Source: an optimization exercise on an open RTL-to-GDS flow (aim: small area). Production flows keep margins and buffers that such runs may drop.
The RTL was checked by simulation tests, not by an equivalence proof against the original design.
Power figures rest on the tool's default switching activity, not on a simulated workload.

[config.mk]
export PLATFORM = sky130hd
export DESIGN_NAME = mm_top
export DESIGN_NICKNAME = mm_top
export VERILOG_FILES = /design/flow/design.v
export SDC_FILE = /design/flow/constraint.sdc
export NUM_CORES = 4
export LEC_CHECK = 0
export CAP_MARGIN = 20
export CORE_MARGIN = 2
export CORE_UTILIZATION = 40
export SLEW_MARGIN = 20
[constraint.sdc]
create_clock -name core_clock -period 11.0 [get_ports {clk_buf}]
set_input_delay 2.2000 -clock core_clock [delete_from_list [all_inputs] [get_ports {clk_buf}]]
set_output_delay 2.2000 -clock core_clock [all_outputs]
set_load 0.01 [all_outputs]
[design.v]
package mm_data_pkg;
    typedef logic signed [8-1:0] mm_elem_t;
    typedef logic signed [32-1:0] mm_acc_t;
    typedef logic [4*8-1:0] mm_row_t;
endpackage
package mm_cmd_pkg;
    typedef enum logic [1:0] {
        OP_NOP    = 2'd0,
        OP_LOAD_A = 2'd1,
        OP_LOAD_B = 2'd2,
        OP_START  = 2'd3
    } mm_opcode_e;
    typedef union packed {
        struct packed {
            logic [(4 * 8)-5:0] rsvd;
            logic [1:0]           row;
            mm_opcode_e           opcode;
        } ctrl;
        logic [(4 * 8)-1:0] elems;
    } mm_cmd_word_u;
endpackage
`timescale 1ns/1ns
module mm_pe (
    input  logic     clk_buf,
    input  logic     sys_reset,
    input  logic     clear,
    input  mm_data_pkg::mm_elem_t a_in,
    input  mm_data_pkg::mm_elem_t b_in,
    output mm_data_pkg::mm_elem_t a_out,
    output mm_data_pkg::mm_elem_t b_out,
    output mm_data_pkg::mm_acc_t  acc
);
    mm_data_pkg::mm_acc_t prod;
    assign prod = mm_data_pkg::mm_acc_t'(a_in) * mm_data_pkg::mm_acc_t'(b_in);
    always_ff @(posedge clk_buf or posedge sys_reset) begin
        if (sys_reset) begin
            a_out <= '0;
            b_out <= '0;
            acc   <= '0;
        end else if (clear) begin
            a_out <= '0;
            b_out <= '0;
            acc   <= '0;
        end else begin
            a_out <= a_in;
            b_out <= b_in;
            acc   <= acc + prod;
        end
    end
endmodule
`timescale 1ns/1ns
module mm_systolic_array (
    input  logic                                clk_buf,
    input  logic                                sys_reset,
    input  logic                                clear,
    input  mm_data_pkg::mm_row_t                             a_edge,
    input  mm_data_pkg::mm_row_t                             b_edge,
    output logic [4*4*32-1:0]   c_flat
);
    localparam int DIM = 4;
    mm_data_pkg::mm_elem_t a_link [DIM][DIM+1];
    mm_data_pkg::mm_elem_t b_link [DIM+1][DIM];
    genvar r;
    genvar c;
    for (r = 0; r < DIM; r++) begin : g_a_edge
        assign a_link[r][0] = a_edge[r*8 +: 8];
    end
    for (c = 0; c < DIM; c++) begin : g_b_edge
        assign b_link[0][c] = b_edge[c*8 +: 8];
    end
    for (r = 0; r < DIM; r++) begin : g_row
        for (c = 0; c < DIM; c++) begin : g_col
            mm_pe u_pe (
                .clk_buf   (clk_buf),
                .sys_reset (sys_reset),
                .clear     (clear),
                .a_in      (a_link[r][c]),
                .b_in      (b_link[r][c]),
                .a_out     (a_link[r][c+1]),
                .b_out     (b_link[r+1][c]),
                .acc       (c_flat[(r*DIM+c)*32 +: 32])
            );
        end
    end
endmodule
`timescale 1ns/1ns
module mm_operand_feeder (
    input  logic       clk_buf,
    input  logic       sys_reset,
    input  logic       row_we,
    input  logic       row_sel_b,
    input  logic [1:0] row_idx,
    input  mm_data_pkg::mm_row_t    row_data,
    input  logic       run_start,
    output logic       clear,
    output mm_data_pkg::mm_row_t    a_edge,
    output mm_data_pkg::mm_row_t    b_edge,
    output logic       calc_done
);
    localparam int DIM        = 4;
    localparam int INJ_CYCLES = 2 * DIM - 1;
    localparam int FLUSH      = (2 * 4 - 1);
    localparam int INJ_W      = $clog2(INJ_CYCLES);
    localparam int FLUSH_W    = $clog2(FLUSH);
    mm_data_pkg::mm_row_t              a_buf [DIM];
    mm_data_pkg::mm_row_t              b_buf [DIM];
    logic                 inj_active;
    logic [INJ_W-1:0]     inj_cnt;
    logic                 flush_active;
    logic [FLUSH_W-1:0]   flush_cnt;
    always_ff @(posedge clk_buf or posedge sys_reset) begin
        if (sys_reset) begin
            for (int i = 0; i < DIM; i++) begin
                a_buf[i] <= '0;
                b_buf[i] <= '0;
            end
        end else if (row_we) begin
            if (row_sel_b) begin
                b_buf[row_idx] <= row_data;
            end else begin
                a_buf[row_idx] <= row_data;
            end
        end
    end
    always_ff @(posedge clk_buf or posedge sys_reset) begin
        if (sys_reset) begin
            clear        <= 1'b0;
            inj_active   <= 1'b0;
            inj_cnt      <= '0;
            flush_active <= 1'b0;
            flush_cnt    <= '0;
        end else begin
            clear <= run_start;
            if (clear) begin
                inj_active <= 1'b1;
                inj_cnt    <= '0;
            end else if (inj_active) begin
                if (inj_cnt == INJ_W'(INJ_CYCLES - 1)) begin
                    inj_active   <= 1'b0;
                    flush_active <= 1'b1;
                    flush_cnt    <= '0;
                end else begin
                    inj_cnt <= inj_cnt + 1'b1;
                end
            end
            if (flush_active) begin
                if (flush_cnt == FLUSH_W'(FLUSH - 1)) begin
                    flush_active <= 1'b0;
                end else begin
                    flush_cnt <= flush_cnt + 1'b1;
                end
            end
        end
    end
    assign calc_done = flush_active && (flush_cnt == FLUSH_W'(FLUSH - 1));
    always_comb begin
        a_edge = '0;
        b_edge = '0;
        for (int i = 0; i < DIM; i++) begin
            for (int k = 0; k < DIM; k++) begin
                if (inj_active && (inj_cnt == INJ_W'(i + k))) begin
                    a_edge[i*8 +: 8] = a_buf[i][k*8 +: 8];
                    b_edge[i*8 +: 8] = b_buf[k][i*8 +: 8];
                end
            end
        end
    end
endmodule
`timescale 1ns/1ns
module mm_cmd_decode (
    input  logic         clk_buf,
    input  logic         sys_reset,
    input  logic         cmd_valid,
    input  logic [(4 * 8)-1:0] cmd_word,
    output logic         cmd_credit,
    output logic         row_we,
    output logic         row_sel_b,
    output logic [1:0]   row_idx,
    output mm_data_pkg::mm_row_t      row_data,
    output logic         run_start,
    input  logic         drain_done,
    output logic         busy,
    output logic         done
);
    localparam int DEPTH = 2;
    localparam int PTR_W = (DEPTH > 1) ? $clog2(DEPTH) : 1;
    localparam int CNT_W = $clog2(DEPTH + 1);
    logic [(4 * 8)-1:0] queue_mem [DEPTH];
    logic [PTR_W-1:0] wr_ptr;
    logic [PTR_W-1:0] rd_ptr;
    logic [CNT_W-1:0] fill;
    logic             pop;
    logic             expect_data;
    logic [(4 * 8)-1:0] head;
    function automatic logic [PTR_W-1:0] ptr_next(input logic [PTR_W-1:0] ptr);
        ptr_next = (ptr == PTR_W'(DEPTH - 1)) ? '0 : ptr + 1'b1;
    endfunction
    always_ff @(posedge clk_buf) begin
        if (cmd_valid) begin
            queue_mem[wr_ptr] <= cmd_word;
        end
    end
    always_ff @(posedge clk_buf or posedge sys_reset) begin
        if (sys_reset) begin
            wr_ptr <= '0;
            rd_ptr <= '0;
            fill   <= '0;
        end else begin
            if (cmd_valid) begin
                wr_ptr <= ptr_next(wr_ptr);
            end
            if (pop) begin
                rd_ptr <= ptr_next(rd_ptr);
            end
            case ({cmd_valid, pop})
                2'b10:   fill <= fill + 1'b1;
                2'b01:   fill <= fill - 1'b1;
                default: ;
            endcase
        end
    end
    assign head = queue_mem[rd_ptr];
    assign pop        = (fill != '0) && !busy;
    assign cmd_credit = pop;
    always_ff @(posedge clk_buf or posedge sys_reset) begin
        if (sys_reset) begin
            expect_data <= 1'b0;
            row_we      <= 1'b0;
            row_sel_b   <= 1'b0;
            row_idx     <= '0;
            run_start   <= 1'b0;
            busy        <= 1'b0;
            done        <= 1'b0;
        end else begin
            row_we    <= 1'b0;
            run_start <= 1'b0;
            if (drain_done) begin
                busy <= 1'b0;
                done <= 1'b1;
            end
            if (pop) begin
                if (expect_data) begin
                    row_we      <= 1'b1;
                    expect_data <= 1'b0;
                end else begin
                    case (head[1:0])
                        mm_cmd_pkg::OP_LOAD_A, mm_cmd_pkg::OP_LOAD_B: begin
                            expect_data <= 1'b1;
                            row_sel_b   <= (head[1:0] == mm_cmd_pkg::OP_LOAD_B);
                            row_idx     <= head[3:2];
                        end
                        mm_cmd_pkg::OP_START: begin
                            run_start <= 1'b1;
                            busy      <= 1'b1;
                            done      <= 1'b0;
                        end
                        default: ;
                    endcase
                end
            end
        end
    end
    always_ff @(posedge clk_buf) begin
        if (pop && expect_data) begin
            row_data <= head;
        end
    end
endmodule
`timescale 1ns/1ns
module mm_result_drain (
    input  logic                          clk_buf,
    input  logic                          sys_reset,
    input  logic                          calc_done,
    input  logic [4*4*32-1:0] c_flat,
    output logic                          res_valid,
    output mm_data_pkg::mm_acc_t                       res_data,
    input  logic                          res_credit,
    output logic                          drain_done
);
    localparam int WORDS  = 4 * 4;
    localparam int IDX_W  = $clog2(WORDS);
    localparam int CRED_W = $clog2(4 + 1);
    mm_data_pkg::mm_acc_t           snap [WORDS];
    logic              draining;
    logic [IDX_W-1:0]  word_idx;
    logic [CRED_W-1:0] credits;
    logic              send;
    assign send = draining && (credits != '0);
    always_ff @(posedge clk_buf) begin
        if (calc_done) begin
            for (int i = 0; i < WORDS; i++) begin
                snap[i] <= c_flat[i*32 +: 32];
            end
        end
        if (send) begin
            res_data <= snap[word_idx];
        end
    end
    always_ff @(posedge clk_buf or posedge sys_reset) begin
        if (sys_reset) begin
            draining   <= 1'b0;
            word_idx   <= '0;
            credits    <= CRED_W'(4);
            res_valid  <= 1'b0;
            drain_done <= 1'b0;
        end else begin
            res_valid  <= send;
            drain_done <= 1'b0;
            if (calc_done) begin
                draining <= 1'b1;
                word_idx <= '0;
            end else if (send) begin
                if (word_idx == IDX_W'(WORDS - 1)) begin
                    draining   <= 1'b0;
                    drain_done <= 1'b1;
                end
                word_idx <= word_idx + 1'b1;
            end
            case ({send, res_credit})
                2'b10:   credits <= credits - 1'b1;
                2'b01:   credits <= credits + 1'b1;
                default: ;
            endcase
        end
    end
endmodule
`timescale 1ns/1ns
module mm_top (
    input  logic         clk_buf,
    input  logic         sys_reset,
    input  logic         cmd_valid,
    input  logic [(4 * 8)-1:0] cmd_word,
    output logic         cmd_credit,
    output logic         res_valid,
    output mm_data_pkg::mm_acc_t      res_data,
    input  logic         res_credit,
    output logic         busy,
    output logic         done
);
    logic                          row_we;
    logic                          row_sel_b;
    logic [1:0]                    row_idx;
    mm_data_pkg::mm_row_t                       row_data;
    logic                          run_start;
    logic                          drain_done;
    logic                          clear;
    logic                          calc_done;
    mm_data_pkg::mm_row_t                       a_edge;
    mm_data_pkg::mm_row_t                       b_edge;
    logic [4*4*32-1:0] c_flat;
    mm_cmd_decode u_cmd_decode (
        .clk_buf    (clk_buf),
        .sys_reset  (sys_reset),
        .cmd_valid  (cmd_valid),
        .cmd_word   (cmd_word),
        .cmd_credit (cmd_credit),
        .row_we     (row_we),
        .row_sel_b  (row_sel_b),
        .row_idx    (row_idx),
        .row_data   (row_data),
        .run_start  (run_start),
        .drain_done (drain_done),
        .busy       (busy),
        .done       (done)
    );
    mm_operand_feeder u_feeder (
        .clk_buf   (clk_buf),
        .sys_reset (sys_reset),
        .row_we    (row_we),
        .row_sel_b (row_sel_b),
        .row_idx   (row_idx),
        .row_data  (row_data),
        .run_start (run_start),
        .clear     (clear),
        .a_edge    (a_edge),
        .b_edge    (b_edge),
        .calc_done (calc_done)
    );
    mm_systolic_array u_systolic (
        .clk_buf   (clk_buf),
        .sys_reset (sys_reset),
        .clear     (clear),
        .a_edge    (a_edge),
        .b_edge    (b_edge),
        .c_flat    (c_flat)
    );
    mm_result_drain u_drain (
        .clk_buf    (clk_buf),
        .sys_reset  (sys_reset),
        .calc_done  (calc_done),
        .c_flat     (c_flat),
        .res_valid  (res_valid),
        .res_data   (res_data),
        .res_credit (res_credit),
        .drain_done (drain_done)
    );
endmodule
[run.sh]
#!/bin/bash
# synth_recipe.tcl (not shown) runs the flow's synth.tcl, then flattens the netlist and writes it again
# the make line also repeats each setting of config.mk as NAME=value (left out here)
make -C /OpenROAD-flow-scripts/flow DESIGN_CONFIG=/design/flow/config.mk WORK_HOME=/design/flow/orfs CLKGATE_MAP_FILE= SYNTH_SCRIPT=/design/flow/synth_recipe.tcl finish
==> metrics.md <==
| Metric | Value |
|---|---|
| Status | finished clean |
| Syn avg cell area | around 11 µm² |
| Critical Path RT | 11.71 ns |
| Seq cells post-synth | 1631 |
| Leakage power | about 60 nW |
| # setup viols final | 0 |
| Gr usage total | 0.238 |
| Worst Path Max Fanout | 49 |
| Syn-to-layout area delta | 10.1% |
| Initial DRC count | 7790 |
| Period Utilization, post-route | 0.905 |
| Crit-path slowest cell | a21oi_1 |
| Worst r2r path cells | 33 |
| Register area share after synthesis | 0.371 |
| Final worst clock skew | 0.102 ns |
| VDD IR max | about 190 µV |
| Slew headroom | 0.146 |
| First-pass GRT wire length | approximately 540 mm |
| DR pass1 iterations | 8 |
| Final cell count without fillers | between 15000 and 20000 |
| Number of vias per cell | 5.49 |
| Chip Width | around 550 µm |
| Hold Violations, Final | 0 |
| Share of cells above drive strength 1 | 0.0717 |
| Standard-cell row count | 200 |
| Post-DP HPWL | approximately 280 mm |
| Worst Setup EP | u_systolic.g_row[0].g_col[0].u_pe.acc[29] |
| Initial Util | 0.401 |
| Cts bufs inserted | 191 |
| Async S/R FF share, synth | 0.608 |
| Post-synth top cells | inv_1, dfrtp_1, ha_1, fa_1, nor2_1 |
| Max-Cap Viols | 0 |
| Clock latency (worst-skew pair) | 0.90 ns |
| CTS resizes | 0 |
| Crit path launch | u_feeder.inj_cnt[2] |
| Syn Nets | between 10000 and 15000 |
| Ports | 72 |
| H-tree levels | 4 |
| RSZ-0062 raised after global routing | false |
| Final Wtd Congestion | 0.952 |
| Post-CTS Setup Repair Bufs | 0 |
| Crit path arrival time | between 10 and 15 ns |
| Worst r2r src | u_feeder.inj_cnt[2] |
| CTS root buffer | clkbuf_16 |
| Top cell type's share of synthesized area | 0.209 |
| Crit Reg-Reg Endpoint | u_systolic.g_row[0].g_col[0].u_pe.acc[29] |
| Placed inst area | 124000 µm² |
| Fin. max-slew vios | 0 |
| Final worst slack | about 1.0 ns |
| Pre-CTS setup slack | 1.14 ns |
| DRC violations left | 0 |
| Synth cell types | about 100 |
| Worst setup EP type | flip-flop |
| Worst path max stage delay | between 0.9 and 1 ns |
| Final min period | 9.96 ns |
| Fin area | about 130000 µm² |
| Top FF cell, synth | dfrtp_1 |
| Post-route core utilization | 0.442 |
| Core area | just under 300000 µm² |
| Area leader, netlist | dfrtp_1 |
| Die Ht | about 550 µm |
| Worst R2R Setup Slack | ~1.0 ns |
| Cell with the most instances on the worst path | inv_1 |
| CTS tree | yes |
| Post-Route WL | 362 mm |
| Largest net degree at the start of global routing | ~160 |
| Global route overflow | 0 |
| DR vias | about 85000 |
| Synth area leaders | dfrtp_1, edfxtp_1, fa_1 |
| Worst Hold Class | reg2reg |
| Post-Syn Area | roughly 120000 µm² |
| Ys Warns | 12 |
| Vias in the first global route | between 80000 and 90000 |
| ANT nets after route | 0 |
| Placed Instances | about 15000 |
| Fmax | around 100 MHz |
| Top-count cell post-synth | inv_1 |
| Fillcell total | about 28000 |
| EDFF count, synth | 640 |
| # nets final | roughly 13000 |
| Setup crit start kind | flip-flop |
| Buffers on Ports | about 70 |
| Clk sinks | between 1500 and 2000 |
| Gate count after technology mapping | ~11000 |
| Die ar. | 301000 µm² |
| Power per cell area | about 220 nW/µm² |
| Critical path type | reg2reg |
| Clock-pin slew on the worst setup and hold paths | ~0.06 ns |
| Routed len/inst | 23.5 µm |
| Worst-Margin Slew | 1.28 ns |
| Clk buf depth | 4 |
| Initial antenna violation count | 29 |
| Post-CTS Hold Fix Bufs | 0 |
-- sequential cells by signal, summed over array words and instances (netlist names), 4 cells and up --
register,count
u_cmd_decode.queue_mem,64
u_cmd_decode.row_data,32
u_drain.res_data,32
u_drain.snap,512
u_drain.word_idx,4
u_feeder.a_buf,128
u_feeder.b_buf,128
u_systolic.g_row.g_col.u_pe.a_out,96
u_systolic.g_row.g_col.u_pe.acc,512
u_systolic.g_row.g_col.u_pe.b_out,96
-- critical path: cells and delay by family, from the launching register on --
family	cells	cell delay [ns]
compound gates	11	2.99
flops	1	0.47
xor+xnor	1	0.39
simple gates	6	1.43
buf+inv	7	1.26
mux	1	0.34
fa+ha+maj	7	2.84
-- worst min-delay path by stage --
stage	startpoint	end	slack, ns	depth (start not counted)
2_1_floorplan	u_cmd_decode.run_start	u_feeder.clear	0.33	0
3_3_place_gp	u_cmd_decode.run_start	u_feeder.clear	0.33	0
3_5_place_dp	u_cmd_decode.run_start	u_feeder.clear	0.34	0
4_1_cts	u_cmd_decode.run_start	u_feeder.clear	0.35	0
5_1_grt	u_cmd_decode.run_start	u_feeder.clear	0.37	0
6_report	u_cmd_decode.run_start	u_feeder.clear	0.35	0
-- routing by layer --
metal,global-route usage,vias to the layer above,wire [µm]
li1,-,38400,-
met1,0.324,43200,156000
met2,0.383,2612,168000
met3,0.0328,533,23000
met4,0.0944,16,15700
met5,0,-,125
-- cell families after synthesis --
logic type,Yosys count,share of synthesized area
AO/OA/AOI/OAI,1969,0.112
XOR/XNOR,662,0.0489
adder cells (fa/ha/maj),1886,0.256
buffers and inverters,1630,0.0517
flip-flops,1631,0.371
multiplexers,314,0.0297
AND/OR/NAND/NOR,3117,0.132
-- stage by stage --
stage	setup TNS, ns	hold slack [ns]	power (mW)
3_5_place_dp	0	0.340	21.9
5_1_grt	0	0.368	30.1
4_1_cts	0	0.354	28.4
3_3_place_gp	0	0.333	21.6
6_report	0	0.351	28.4
2_1_floorplan	-4803.95	0.331	17.8
-- cells in the final DEF, fill, tap and decap left out, types with 32 or more instances in the layout --
| cell | count |
|---|---|
| o21ai_0 | 309 |
| a311oi_1 | 39 |
| or3_1 | 32 |
| ha_1 | 989 |
| inv_1 | 1369 |
| clkbuf_1 | 42 |
| a221oi_1 | 64 |
| a31oi_1 | 53 |
| o21ai_1 | 44 |
| edfxtp_1 | 640 |
| nor2b_1 | 383 |
| or2_2 | 41 |
| buf_4 | 102 |
| a211oi_1 | 71 |
| o21a_1 | 65 |
| a41oi_1 | 36 |
| a22o_1 | 62 |
| and2_1 | 510 |
| a22oi_1 | 89 |
| clkbuf_16 | 193 |
| and3_1 | 90 |
| mux2_2 | 300 |
| nand2b_1 | 184 |
| clkdlybuf4s50_1 | 71 |
| nor3_1 | 157 |
| a21oi_1 | 544 |
| a21o_1 | 230 |
| fa_1 | 897 |
| dfrtp_1 | 989 |
| nand4_1 | 50 |
| xnor2_1 | 427 |
| nor2_1 | 891 |
| nand3_1 | 150 |
| o21bai_1 | 81 |
| xor2_1 | 218 |
| nand2_1 | 544 |
-- final cells by class --
cell class                      count  area [µm²]  area share
Antenna cell                       14        35.0    0.000268
Clock buffer                      248        5170      0.0395
Clock inverter                     97         987     0.00755
Inverter                         1373        5160      0.0395
Multi-Input combinational cell   7948       68800       0.526
Sequential cell                  1631       44000       0.337
Tap cell                         3939        4930      0.0377
Timing Repair Buffer              181        1630      0.0125
-- power breakdown --
group          switching [mW]  internal [mW]  leakage [nW]  total [mW]
logic                    7.16           4.60          38.0        11.8
clock network            2.71           3.69          2.99        6.40
registers                1.79           8.46          18.7        10.2
total                    11.7           16.7          59.6        28.4

[port drivers added, routing unchanged]
Ports are ideal in the flow. The routed layout listed here was re-timed in OpenROAD. Step 1 assumes that a clkbuf_16 drives the clock port and a buf_2 every other input. Step 2, shift: input delay + t, output delay - t, t = (earliest + latest rising clock arrival at the registers) / 2. This alone moves slack from input paths to output paths. a / b / c = ideal ports / drivers / drivers and shift; a / b = the first two.
t, ns: 0.944
setup slack, ns: 1.044 / 1.044 / 1.044
worst hold slack (ns): 0.351 / 0.351 / 0.351
worst data-port slew with drivers (ns): 0.06
cell pins on the clock port's net: 1
After both steps this run still meets setup and hold. For this run, drivers alone change the setup slack by 0.000 ns; drivers and shift together by 0.000 ns.
